Source: an optimization exercise on an open RTL-to-GDS flow (aim: small area and a short achievable clock period). Production flows keep margins and buffers that such runs may drop.
Where RTL was checked, it was by simulation tests only, not by an equivalence proof against the original.
Power figures rest on the tool's default switching activity, not on a simulated workload.

run C:
==> flow/design.v <==
package dgcs_pkg;
   localparam int LINE_WIDTH_DEFAULT = 640;
   localparam int LINE_COUNT_DEFAULT = 480;
   localparam int POS_W   = 19;
   localparam int CSR_IDX_W  = 3;
   localparam int CSR_DATA_W = 24;
   localparam logic [CSR_IDX_W-1:0] CSR_NEAR_LIMIT = 3'd0;
   localparam logic [CSR_IDX_W-1:0] CSR_STATS_LIMIT = 3'd1;
   localparam logic [CSR_IDX_W-1:0] CSR_BOX_A_LOW = 3'd2;
   localparam logic [CSR_IDX_W-1:0] CSR_BOX_A_HIGH = 3'd3;
   localparam logic [CSR_IDX_W-1:0] CSR_BOX_B_LOW = 3'd4;
   localparam logic [CSR_IDX_W-1:0] CSR_BOX_B_HIGH = 3'd5;
   localparam logic [15:0] NEAR_LIMIT_RESET  = 16'd700;
   localparam logic [15:0] STATS_LIMIT_RESET = 16'd500;
   localparam logic [23:0] BOX_A_LOW_RESET   = 24'h003F84;
   localparam logic [23:0] BOX_A_HIGH_RESET  = 24'h64A3AF;
   localparam logic [23:0] BOX_B_LOW_RESET   = 24'h00BFBE;
   localparam logic [23:0] BOX_B_HIGH_RESET  = 24'h1414FF;
   localparam logic [1:0] CLASS_FAR     = 2'd0;
   localparam logic [1:0] CLASS_BOX_A   = 2'd1;
   localparam logic [1:0] CLASS_BOX_B   = 2'd2;
   localparam logic [1:0] CLASS_UNMATCH = 2'd3;
   localparam logic [31:0] FAR_FILL  = 32'hA0FFFFFF;
   localparam logic [31:0] MARK_FILL = 32'hFFFF00FF;
   localparam logic [31:0] MIN_CLEAR = 32'hFFFFFFFF;
   localparam logic [POS_W-1:0] SLOT_MAX = 19'h7FFFF;
   typedef struct packed {
      logic [31:0] pixel_color;
      logic [15:0] depth_mm;
      logic        frame_end;
   } req_type;
   typedef struct packed {
      logic [1:0]       pixel_class;
      logic [31:0]      shown_color;
      logic [POS_W-1:0] pixel_position;
      logic [POS_W-1:0] class_slot;
      logic [31:0]      frame_min_color;
      logic [31:0]      frame_max_color;
      logic             stats_valid;
      logic             frame_last;
   } rsp_type;
   typedef struct packed {
      logic [1:0]  pixel_class;
      logic [31:0] shown_color;
      logic        hit_a;
      logic        hit_b;
   } class_type;
endpackage
module dgcs_classify (
   input  logic [23:0] pixel_rgb,
   input  logic [15:0] depth_mm,
   input  logic [15:0] near_limit,
   input  logic [23:0] box_a_low,
   input  logic [23:0] box_a_high,
   input  logic [23:0] box_b_low,
   input  logic [23:0] box_b_high,
   output logic        is_near,
   output logic        match_a,
   output logic        match_b
);
   function automatic logic in_box(logic [23:0] color, logic [23:0] lo, logic [23:0] hi);
      logic ok;
      ok = 1'b1;
      for (int ch = 0; ch < 3; ch++) begin
         if (!((lo[ch*8 +: 8] < color[ch*8 +: 8]) && (color[ch*8 +: 8] < hi[ch*8 +: 8]))) begin
            ok = 1'b0;
         end
      end
      in_box = ok;
   endfunction
   assign is_near = depth_mm < near_limit;
   assign match_a = in_box(pixel_rgb, box_a_low, box_a_high);
   assign match_b = in_box(pixel_rgb, box_b_low, box_b_high);
endmodule
module depth_gated_color_segmenter #(
   parameter int LINE_WIDTH = dgcs_pkg::LINE_WIDTH_DEFAULT,
   parameter int LINE_COUNT = dgcs_pkg::LINE_COUNT_DEFAULT
) (
   input  logic                            clock,
   input  logic                            reset,
   input  logic                            req_valid,
   output logic                            req_stall,
   input  logic [48:0]                     req_payload,
   output logic                            rsp_valid,
   input  logic                            rsp_stall,
   output logic [137:0]                    rsp_payload,
   input  logic                            csr_write,
   input  logic [dgcs_pkg::CSR_IDX_W-1:0]  csr_index,
   input  logic [dgcs_pkg::CSR_DATA_W-1:0] csr_data
);
   localparam int PW = dgcs_pkg::POS_W;
   logic [15:0] near_limit_ff;
   logic [15:0] stats_limit_ff;
   logic [23:0] box_a_low_ff;
   logic [23:0] box_a_high_ff;
   logic [23:0] box_b_low_ff;
   logic [23:0] box_b_high_ff;
   logic [5:0] csr_we;
   always_comb begin
      for (int i = 0; i < 6; i++) begin
         csr_we[i] = reset || (csr_write && (csr_index == 3'(i)));
      end
   end
   always_ff @(posedge clock) begin
      if (csr_we[0]) near_limit_ff  <= reset ? dgcs_pkg::NEAR_LIMIT_RESET  : csr_data[15:0];
      if (csr_we[1]) stats_limit_ff <= reset ? dgcs_pkg::STATS_LIMIT_RESET : csr_data[15:0];
      if (csr_we[2]) box_a_low_ff   <= reset ? dgcs_pkg::BOX_A_LOW_RESET   : csr_data;
      if (csr_we[3]) box_a_high_ff  <= reset ? dgcs_pkg::BOX_A_HIGH_RESET  : csr_data;
      if (csr_we[4]) box_b_low_ff   <= reset ? dgcs_pkg::BOX_B_LOW_RESET   : csr_data;
      if (csr_we[5]) box_b_high_ff  <= reset ? dgcs_pkg::BOX_B_HIGH_RESET  : csr_data;
   end
   logic        in_valid_ff;
   logic [31:0] in_color_ff;
   logic [15:0] in_depth_ff;
   logic        in_end_ff;
   logic        out_valid_ff;
   logic [1:0]  out_class_ff;
   logic [31:0] out_color_ff;
   logic        out_last_ff;
   logic        advance;
   logic        stall;
   logic        in_valid_in;
   logic        out_valid_in;
   logic        both_valid_ff;
   assign advance = in_valid_ff && (!out_valid_ff || !rsp_stall);
   assign stall   = in_valid_ff && out_valid_ff && rsp_stall;
   assign in_valid_in  = (req_valid && !stall) || (in_valid_ff && !advance);
   assign out_valid_in = advance || (out_valid_ff && rsp_stall);
   always_ff @(posedge clock) begin
      if (reset) begin
         in_valid_ff   <= 1'b0;
         out_valid_ff  <= 1'b0;
         both_valid_ff <= 1'b0;
      end else begin
         in_valid_ff   <= in_valid_in;
         out_valid_ff  <= out_valid_in;
         both_valid_ff <= in_valid_in && out_valid_in;
      end
   end
   assign req_stall = both_valid_ff && rsp_stall;
   always_ff @(posedge clock) begin
      if (!stall) begin
         in_color_ff <= req_payload[48:17];
         in_depth_ff <= req_payload[16:1];
         in_end_ff   <= req_payload[0];
      end
   end
   logic is_near, match_a, match_b;
   logic hit_a, hit_b;
   logic [1:0] cls;
   dgcs_classify u_classify (
      .pixel_rgb  (in_color_ff[23:0]),
      .depth_mm   (in_depth_ff),
      .near_limit (near_limit_ff),
      .box_a_low  (box_a_low_ff),
      .box_a_high (box_a_high_ff),
      .box_b_low  (box_b_low_ff),
      .box_b_high (box_b_high_ff),
      .is_near    (is_near),
      .match_a    (match_a),
      .match_b    (match_b)
   );
   assign hit_a = is_near && match_a;
   assign hit_b = is_near && !match_a && match_b;
   assign cls   = !is_near ? dgcs_pkg::CLASS_FAR :
                  match_a  ? dgcs_pkg::CLASS_BOX_A :
                  match_b  ? dgcs_pkg::CLASS_BOX_B : dgcs_pkg::CLASS_UNMATCH;
   always_ff @(posedge clock) begin
      if (reset) begin
         out_last_ff <= 1'b1;
      end else if (advance) begin
         out_last_ff <= in_end_ff;
      end
   end
   logic [31:0] shown;
   assign shown = !is_near ? dgcs_pkg::FAR_FILL :
                  (match_a || match_b) ? in_color_ff : dgcs_pkg::MARK_FILL;
   always_ff @(posedge clock) begin
      if (advance) begin
         out_class_ff <= cls;
         out_color_ff <= shown;
      end
   end
   logic [PW-1:0] pos_ff;
   logic          pos_wrap;
   localparam logic [PW-1:0] POS_LAST = PW'(LINE_WIDTH * LINE_COUNT - 1);
   assign pos_wrap = &(pos_ff | ~POS_LAST);
   function automatic logic [PW-1:0] step(logic [PW-1:0] q, logic inc);
      logic [PW-1:0] ones;
      ones[0] = 1'b1;
      for (int i = 1; i < PW; i++) begin
         ones[i] = ones[i-1] && q[i-1];
      end
      step = q ^ (ones & {PW{inc}});
   endfunction
   always_ff @(posedge clock) begin
      if (advance) pos_ff <= (out_last_ff || pos_wrap) ? '0 : step(pos_ff, 1'b1);
   end
   logic [PW-1:0] slot_a_ff, slot_b_ff;
   logic          none_a_ff, none_b_ff;
   logic          none_a, none_b;
   assign none_a = none_a_ff || out_last_ff;
   assign none_b = none_b_ff || out_last_ff;
   always_ff @(posedge clock) begin
      if (advance) begin
         none_a_ff <= none_a && !hit_a;
         none_b_ff <= none_b && !hit_b;
         if (hit_a) slot_a_ff <= none_a ? '0 : step(slot_a_ff, !(&slot_a_ff));
         if (hit_b) slot_b_ff <= none_b ? '0 : step(slot_b_ff, !(&slot_b_ff));
      end
   end
   logic [31:0] min_ff, max_ff;
   logic        any_ff;
   logic        sv_min_ff, sv_max_ff;
   logic        any_now;
   logic        qualify;
   logic        lt_min, gt_max;
   assign any_now = any_ff && !out_last_ff;
   assign qualify = (in_depth_ff < stats_limit_ff) &&
                    (!is_near || ((match_a || match_b) &&
                                  (in_color_ff != dgcs_pkg::MARK_FILL) && (in_color_ff != 32'd0)));
   assign lt_min  = is_near ? (in_color_ff < min_ff) : (dgcs_pkg::FAR_FILL < min_ff);
   assign gt_max  = is_near ? (in_color_ff > max_ff) : (dgcs_pkg::FAR_FILL > max_ff);
   always_ff @(posedge clock) begin
      if (advance) begin
         any_ff <= any_now || qualify;
         sv_min_ff <= in_end_ff && (any_now || qualify);
         sv_max_ff <= in_end_ff && (any_now || qualify);
         if (qualify && (!any_now || lt_min)) min_ff <= shown;
         if (qualify && (!any_now || gt_max)) max_ff <= shown;
      end
   end
   logic [PW-1:0] slot_out;
   assign slot_out = (out_class_ff == dgcs_pkg::CLASS_BOX_A) ? slot_a_ff :
                     (out_class_ff == dgcs_pkg::CLASS_BOX_B) ? slot_b_ff : '0;
   assign rsp_valid   = out_valid_ff;
   assign rsp_payload = {out_class_ff, out_color_ff, pos_ff, slot_out,
                         sv_min_ff ? min_ff : 32'd0,
                         sv_max_ff ? max_ff : 32'd0,
                         sv_min_ff, out_last_ff};
endmodule
Settings: LEC_CHECK=0, CAP_MARGIN=20, CORE_MARGIN=2, CORE_UTILIZATION=40, PLACE_DENSITY=0.6, SETUP_SLACK_MARGIN=3.62, SLEW_MARGIN=20; clock period 7.0 ns.
standard.sh (not shown) runs the stock make flow with config.mk's settings and CLKGATE_MAP_FILE= SYNTH_SCRIPT=/design/flow/synth_recipe.tcl, a recipe that flattens the netlist after the stock synthesis.
==> flow/flow/run.sh <==
#!/bin/bash
# The standard layout (standard.sh) with these changes, all logged under orfs/logs/ as usual:
#  - synthesis (flow/synth.tcl) maps logic with abc's default script and leaves adders and
#    comparators to abc (no ADDER_MAP_FILE cells); registers are mapped as in the standard
#    synthesis, so they match it by name and cell type;
#  - plain sky130_fd_sc_hd__buf_1 cells as the port buffers instead of the delay buffer the
#    flow picks by default;
#  - larger clock-tree sink clusters, clkbuf_8 only, no dummy loads.
set -euo pipefail
here=$(pwd)
bash standard.sh 'ADDER_MAP_FILE=' "SYNTH_SCRIPT=$here/flow/synth.tcl" \
  'BUFFER_PORTS_ARGS=-buffer_cell sky130_fd_sc_hd__buf_1' \
  'CTS_ARGS=-sink_clustering_enable -repair_clock_nets -sink_clustering_size 16 -sink_clustering_max_diameter 60 -buf_list {sky130_fd_sc_hd__clkbuf_8} -dont_use_dummy_load' \
  finish > standard.log 2>&1
==> flow/flow/synth.tcl <==
# synth_recipe.tcl (the standard synthesis) with one change: abc maps the logic with its own
# default script (delay target 2500 ps) instead of ORFS's abc_speed.script. Registers are mapped
# before abc, by dfflibmap, exactly as in the standard synthesis.
proc synth {args} { yosys synth -nofsm -noshare {*}$args }
proc abc {args} {
  set out {}
  set skip 0
  foreach a $args {
    if {$skip} { set skip 0; continue }
    if {$a eq "-script" || $a eq "-D"} { set skip 1; continue }
    lappend out $a
  }
  yosys abc {*}$out -D 2500
}
source $::env(SCRIPTS_DIR)/synth.tcl
# left out here: clear keep_hierarchy, flatten, clean up, hide names made inside functions, write 1_2_yosys.v
### run C -> run B
--- a/flow/design.v
+++ b/flow/design.v
@@ -194,7 +194,7 @@
       step = q ^ (ones & {PW{inc}});
    endfunction
    always_ff @(posedge clock) begin
-      if (advance) pos_ff <= (out_last_ff || pos_wrap) ? '0 : step(pos_ff, 1'b1);
+      pos_ff <= (advance && (out_last_ff || pos_wrap)) ? '0 : step(pos_ff, advance);
    end
    logic [PW-1:0] slot_a_ff, slot_b_ff;
    logic          none_a_ff, none_b_ff;
@@ -211,7 +211,6 @@
    end
    logic [31:0] min_ff, max_ff;
    logic        any_ff;
-   logic        sv_min_ff, sv_max_ff;
    logic        any_now;
    logic        qualify;
    logic        lt_min, gt_max;
@@ -224,18 +223,18 @@
    always_ff @(posedge clock) begin
       if (advance) begin
          any_ff <= any_now || qualify;
-         sv_min_ff <= in_end_ff && (any_now || qualify);
-         sv_max_ff <= in_end_ff && (any_now || qualify);
          if (qualify && (!any_now || lt_min)) min_ff <= shown;
          if (qualify && (!any_now || gt_max)) max_ff <= shown;
       end
    end
+   logic        stats_valid;
    logic [PW-1:0] slot_out;
+   assign stats_valid = out_last_ff && any_ff;
    assign slot_out = (out_class_ff == dgcs_pkg::CLASS_BOX_A) ? slot_a_ff :
                      (out_class_ff == dgcs_pkg::CLASS_BOX_B) ? slot_b_ff : '0;
    assign rsp_valid   = out_valid_ff;
    assign rsp_payload = {out_class_ff, out_color_ff, pos_ff, slot_out,
-                         sv_min_ff ? min_ff : 32'd0,
-                         sv_max_ff ? max_ff : 32'd0,
-                         sv_min_ff, out_last_ff};
+                         stats_valid ? min_ff : 32'd0,
+                         stats_valid ? max_ff : 32'd0,
+                         stats_valid, out_last_ff};
 endmodule
==> comparison <==
The part of the cycle the worst path needs reported for run B is smaller than that of run C by 0.61 points. Run B: global-route wire length before repair about 0.9% below run C. The cell area after layout was comparable across run C and run B. Diff run C -> run B: clock network fraction of design power up 0.8 points; worst hold slack went down; total power moved up; all-layer global routing usage shows an increase of 0.24 points; final core area utilization rose by 0.28 points. The non-clock buffer count in run B was higher than what run C gave. Run B ends up with lower die area than run C does. In run B the count of distinct cell types in the synthesized netlist turned out 6.5% lower than in run C. Max count of multi-input combinational gates across run C and run B: run C. Looking only at worst endpoint data arrival time, and setting everything else aside, the lower value of run C and run B goes to run B. Number of levels the H-tree was split into ends up lower on run C.
Only the layout flow was run in run C; the RTL was not checked for function there.

========
Setup of wip/nickel:
Starts from the design.v that is shown in full above.
==> flow/config.mk <==
export PLATFORM = sky130hd
export DESIGN_NAME = depth_gated_color_segmenter
export DESIGN_NICKNAME = depth_gated_color_segmenter
export VERILOG_FILES = /design/flow/design.v
export SDC_FILE = /design/flow/constraint.sdc
export NUM_CORES = 4
export LEC_CHECK = 0
export CAP_MARGIN = 20
export CORE_MARGIN = 2
export CORE_UTILIZATION = 40
export PLACE_DENSITY = 0.6
export SETUP_SLACK_MARGIN = 3.55
export SLEW_MARGIN = 20
==> flow/constraint.sdc <==
create_clock -name core_clock -period 7.0 [get_ports {clock}]
set_input_delay 1.4000 -clock core_clock [delete_from_list [all_inputs] [get_ports {clock}]]
set_output_delay 1.4000 -clock core_clock [all_outputs]
set_load 0.01 [all_outputs]
Scripts as last shown in full above: flow/flow/run.sh, flow/flow/synth.tcl
wip/nickel: PASS, flow complete, no timing, DRC or antenna violations
#### Input delta (wip/fjord over wip/nickel)
--- a/flow/design.v
+++ b/flow/design.v
@@ -192,11 +192,11 @@
          ones[i] = ones[i-1] && q[i-1];
       end
       step = q ^ (ones & {PW{inc}});
    endfunction
    always_ff @(posedge clock) begin
-      if (advance) pos_ff <= (out_last_ff || pos_wrap) ? '0 : step(pos_ff, 1'b1);
+      pos_ff <= (advance && (out_last_ff || pos_wrap)) ? '0 : step(pos_ff, advance);
    end
    logic [PW-1:0] slot_a_ff, slot_b_ff;
    logic          none_a_ff, none_b_ff;
    logic          none_a, none_b;
    assign none_a = none_a_ff || out_last_ff;
- Utilization, wip/fjord and wip/nickel: higher on wip/fjord
- Higher minimum period implied by the final worst setup slack goes to wip/fjord over wip/nickel.
- Taking wip/nickel as the reference point, the number of flops mapped to enable cells by yosys of wip/fjord falls by 19.
- Going from wip/nickel to wip/fjord, design area went up, simple logic cell fraction of the synthesized area went up.
- Number of cells produced by synthesis on wip/fjord is up relative to wip/nickel.
- [wip/fjord vs wip/nickel] highest clock frequency the design can meet: lower in wip/fjord
- Delta (wip/fjord minus wip/nickel): minimum setup slack in the final design -0.11 ns, synthesized-area fraction occupied by adder cells shows an increase of 0.21 points.
No functional check of the RTL was part of any run of this note.

-- re-timing with driven ports --
In the flow no input, the clock included, has a driving cell. The finished layouts below were timed again as built, in two steps. Step 1: set_driving_cell puts a clkbuf_16 on clock and a buf_2 on each other input, an assumption about the parent block. Step 2 adds t to the input delays and takes it off the output delays; t is the mean of the earliest and latest rising clock arrival at the registers after step 1. Input paths then give back, and output paths get back, about the clock's delay inside the block. Slacks: no drivers / after step 1 / after step 2; pairs: no drivers / after step 1.
run | t, ns | setup WS [ns] | latest minus earliest clock arrival (ns) | slew at the worst register clock pin (ns) | pins driven straight from the clock port
run C | 0.652 | 3.725 / 3.700 / 3.621 | 0.046 / 0.046 | 0.10 / 0.10 | 1
run B | 0.596 | 3.767 / 3.745 / 3.341 | 0.074 / 0.075 | 0.10 / 0.10 | 1
wip/nickel | 0.579 | 3.729 / 3.705 / 3.676 | 0.091 / 0.092 | 0.10 / 0.10 | 1
wip/fjord | 0.590 | 3.617 / 3.617 / 3.146 | 0.059 / 0.059 | 0.10 / 0.10 | 1
After both steps setup and hold are still met in every run listed. The setup slack of wip/fjord, which loses most, moves by 0.000 ns with the drivers and by -0.471 ns with both steps.
